This design comes from an exercise in tuning for small area, a short achievable clock period and few clock cycles per item on the open sky130 flow, not from production work.
At most, simulation tests tie the RTL to the original design; equivalence was not proved.
No activity file was given, so power comes from the tool's default toggle rates.

==> inputs of cedar <==
## ep_filter_stream
module ep_filter_stream #(
  parameter int unsigned PIX_W = 8,
  parameter int unsigned WIN   = 3,
  parameter int unsigned WGT_W = 4
) (
  input  logic                     clk,
  input  logic                     rst_n,
  input  logic                     in_valid,
  output logic                     in_ready,
  input  logic [WIN*WIN*PIX_W-1:0] in_win,
  input  logic                     in_sof,
  input  logic                     in_eol,
  input  logic [3:0]               thr_shift,
  input  logic                     bypass,
  output logic                     out_valid,
  input  logic                     out_ready,
  output logic [PIX_W-1:0]         out_pix,
  output logic                     out_sof,
  output logic                     out_eol
);
  logic vld_c0;
  logic [7:0] p0_c1;
  logic [7:0] p1_c2;
  logic [7:0] p2_c3;
  logic [7:0] p3_c4;
  logic [7:0] p4_c5;
  logic [7:0] p5_c6;
  logic [7:0] p6_c7;
  logic [7:0] p7_c8;
  logic [7:0] p8_c9;
  logic [7:0] dif0_11;
  logic [7:0] gp0_12;
  logic [7:0] pp0_13;
  logic [8:0] gg0_14;
  logic [8:0] pg0_15;
  logic sg0_16;
  logic sp0_17;
  logic sg0_18;
  logic sp0_19;
  logic sg0_20;
  logic sp0_21;
  logic sg0_22;
  logic sp0_23;
  logic sg0_24;
  logic sp0_25;
  logic sg0_26;
  logic sp0_27;
  logic sg0_28;
  logic sp0_29;
  logic sg0_30;
  logic sp0_31;
  logic sg0_32;
  logic sp0_33;
  logic sg0_34;
  logic sp0_35;
  logic sg0_36;
  logic sp0_37;
  logic sg0_38;
  logic sp0_39;
  logic [7:0] dif1_40;
  ...
Settings: LEC_CHECK=0, ABC_AREA=1, CAP_MARGIN=20, CORE_MARGIN=2, CORE_UTILIZATION=40, CTS_BUF_LIST=sky130_fd_sc_hd__clkbuf_8, CTS_CLUSTER_DIAMETER=50, CTS_CLUSTER_SIZE=16, SETUP_SLACK_MARGIN=2.0, SLEW_MARGIN=20, SYNTH_HIERARCHICAL=1; clock period 5.0 ns.
run.sh (not shown) runs the stock make flow with config.mk's settings and CLKGATE_MAP_FILE= SYNTH_SCRIPT=/design/flow/synth_recipe.tcl, a recipe that flattens the netlist after the stock synthesis.
==> zinc: changes against cedar <==
--- a/flow/design.v
+++ b/flow/design.v
@@ -33,2 +33,29 @@
 endmodule
+module ep_absdiff (
+  input  logic [7:0] p,
+  input  logic [7:0] c,
+  input  logic [7:0] x,
+  output logic [7:0] a
+);
+  logic [7:0] gl [4];
+  logic [7:0] pl [4];
+  logic [7:0] cin0, cin1;
+  assign gl[0] = p & ~c;
+  assign pl[0] = x;
+  for (genvar l = 0; l < 3; l++) begin : g_lvl
+    for (genvar i = 0; i < 8; i++) begin : g_bit
+      if ((i >> l) % 2 == 1) begin : g_op
+        localparam int J = ((i >> l) << l) - 1;
+        assign gl[l+1][i] = gl[l][i] | (pl[l][i] & gl[l][J]);
+        assign pl[l+1][i] = pl[l][i] & pl[l][J];
+      end else begin : g_pass
+        assign gl[l+1][i] = gl[l][i];
+        assign pl[l+1][i] = pl[l][i];
+      end
+    end
+  end
+  assign cin0 = {gl[3][6:0], 1'b0};
+  assign cin1 = {gl[3][6:0] | pl[3][6:0], 1'b1};
+  assign a    = gl[3][7] ? (x ^ cin1) : ~(x ^ cin0);
+endmodule
 module ep_filter_stream #(
==> flow/flow/run.sh (new file) <==
#!/bin/bash
# The standard layout (the standard.sh, unchanged), except that the port buffers that
# global placement inserts on every input and output are sky130_fd_sc_hd__buf_2 cells rather
# than the resizer's default pick; timing repair still resizes them where it needs to.
# The ORFS tools write their logs under orfs/logs/; make's own output goes to standard.log.
set -euo pipefail
bash standard.sh BUFFER_PORTS_ARGS="-buffer_cell sky130_fd_sc_hd__buf_2" finish > standard.log 2>&1
==> flow/standard.sh (new file) <==
#!/bin/bash
# synth_recipe.tcl (not shown) runs the flow's synth.tcl, then flattens the netlist and writes it again
# the make line also repeats each setting of config.mk as NAME=value (left out here)
make -C /OpenROAD-flow-scripts/flow DESIGN_CONFIG=/design/flow/config.mk WORK_HOME=/design/flow/orfs CLKGATE_MAP_FILE= SYNTH_SCRIPT=/design/flow/synth_recipe.tcl "${@:-finish}"
CORE_UTILIZATION = 60   (was 40)
PLACE_DENSITY = 0.7   (was unset)
removed: flow/run.sh
==> notes.md <==
Post-route design area: zinc 34,050 sq um; cedar 34,690 sq um
Hold Worst Slack: zinc 0.2998 ns; cedar 0.3256 ns
Worst reg2reg path startpoint: zinc p6_s1[7]; cedar w8_s1[2]
Flop pwr share: zinc 0.319; cedar 0.321
Vertical extent of the die: zinc 229.7 um; cedar 280.4 um
Highest achievable clock rate: zinc 333.7 MHz; cedar 337.8 MHz
Switching share of total power: zinc 0.4390; cedar 0.4389
Overall routed net length: zinc 84,140 um; cedar 82,700 um
Layout Utilization: zinc 0.6786; cedar 0.4575
Gr usage total: zinc 0.3228; cedar 0.2109
GR Layer Usage met2: zinc 0.5329; cedar 0.3546
Buffers excl. clock: zinc 166; cedar 158
Run status: zinc complete, no violations; cedar complete, no violations
Core region area: zinc 50,170 sq um; cedar 75,820 sq um
Testbench counts of cedar, summed over its fixed seeds: cycles 16,064, items 16,000.
For zinc, only the layout was checked, not whether the RTL still works.

-- afterwards: timing with drivers on the ports --
In the flow no input, the clock included, has a driving cell. The finished layouts below were timed again as built, in two steps. Step 1: set_driving_cell puts a clkbuf_16 on clk and a buf_2 on each other input, an assumption about the parent block. Step 2 moves the port delays by t, midway between the first and last clock arrival at a register: inputs arrive t later, outputs are due t later. That takes back most of the time a late clock gives input paths. Three values: no drivers, after step 1, after step 2; two values: the first two.
run | shift t [ns] | setup WS [ns] | slew at the worst register clock pin (ns) | worst data-port slew with drivers (ns)
cedar | 0.726 | 2.039 / 2.039 / 1.360 | 0.10 / 0.10 | 0.13
zinc | 0.728 | 2.003 / 2.003 / 1.381 | 0.10 / 0.10 | 0.06
After both steps setup and hold are still met in every run listed. For cedar, which loses most, drivers alone change the setup slack by 0.000 ns; drivers and shift together by -0.679 ns.
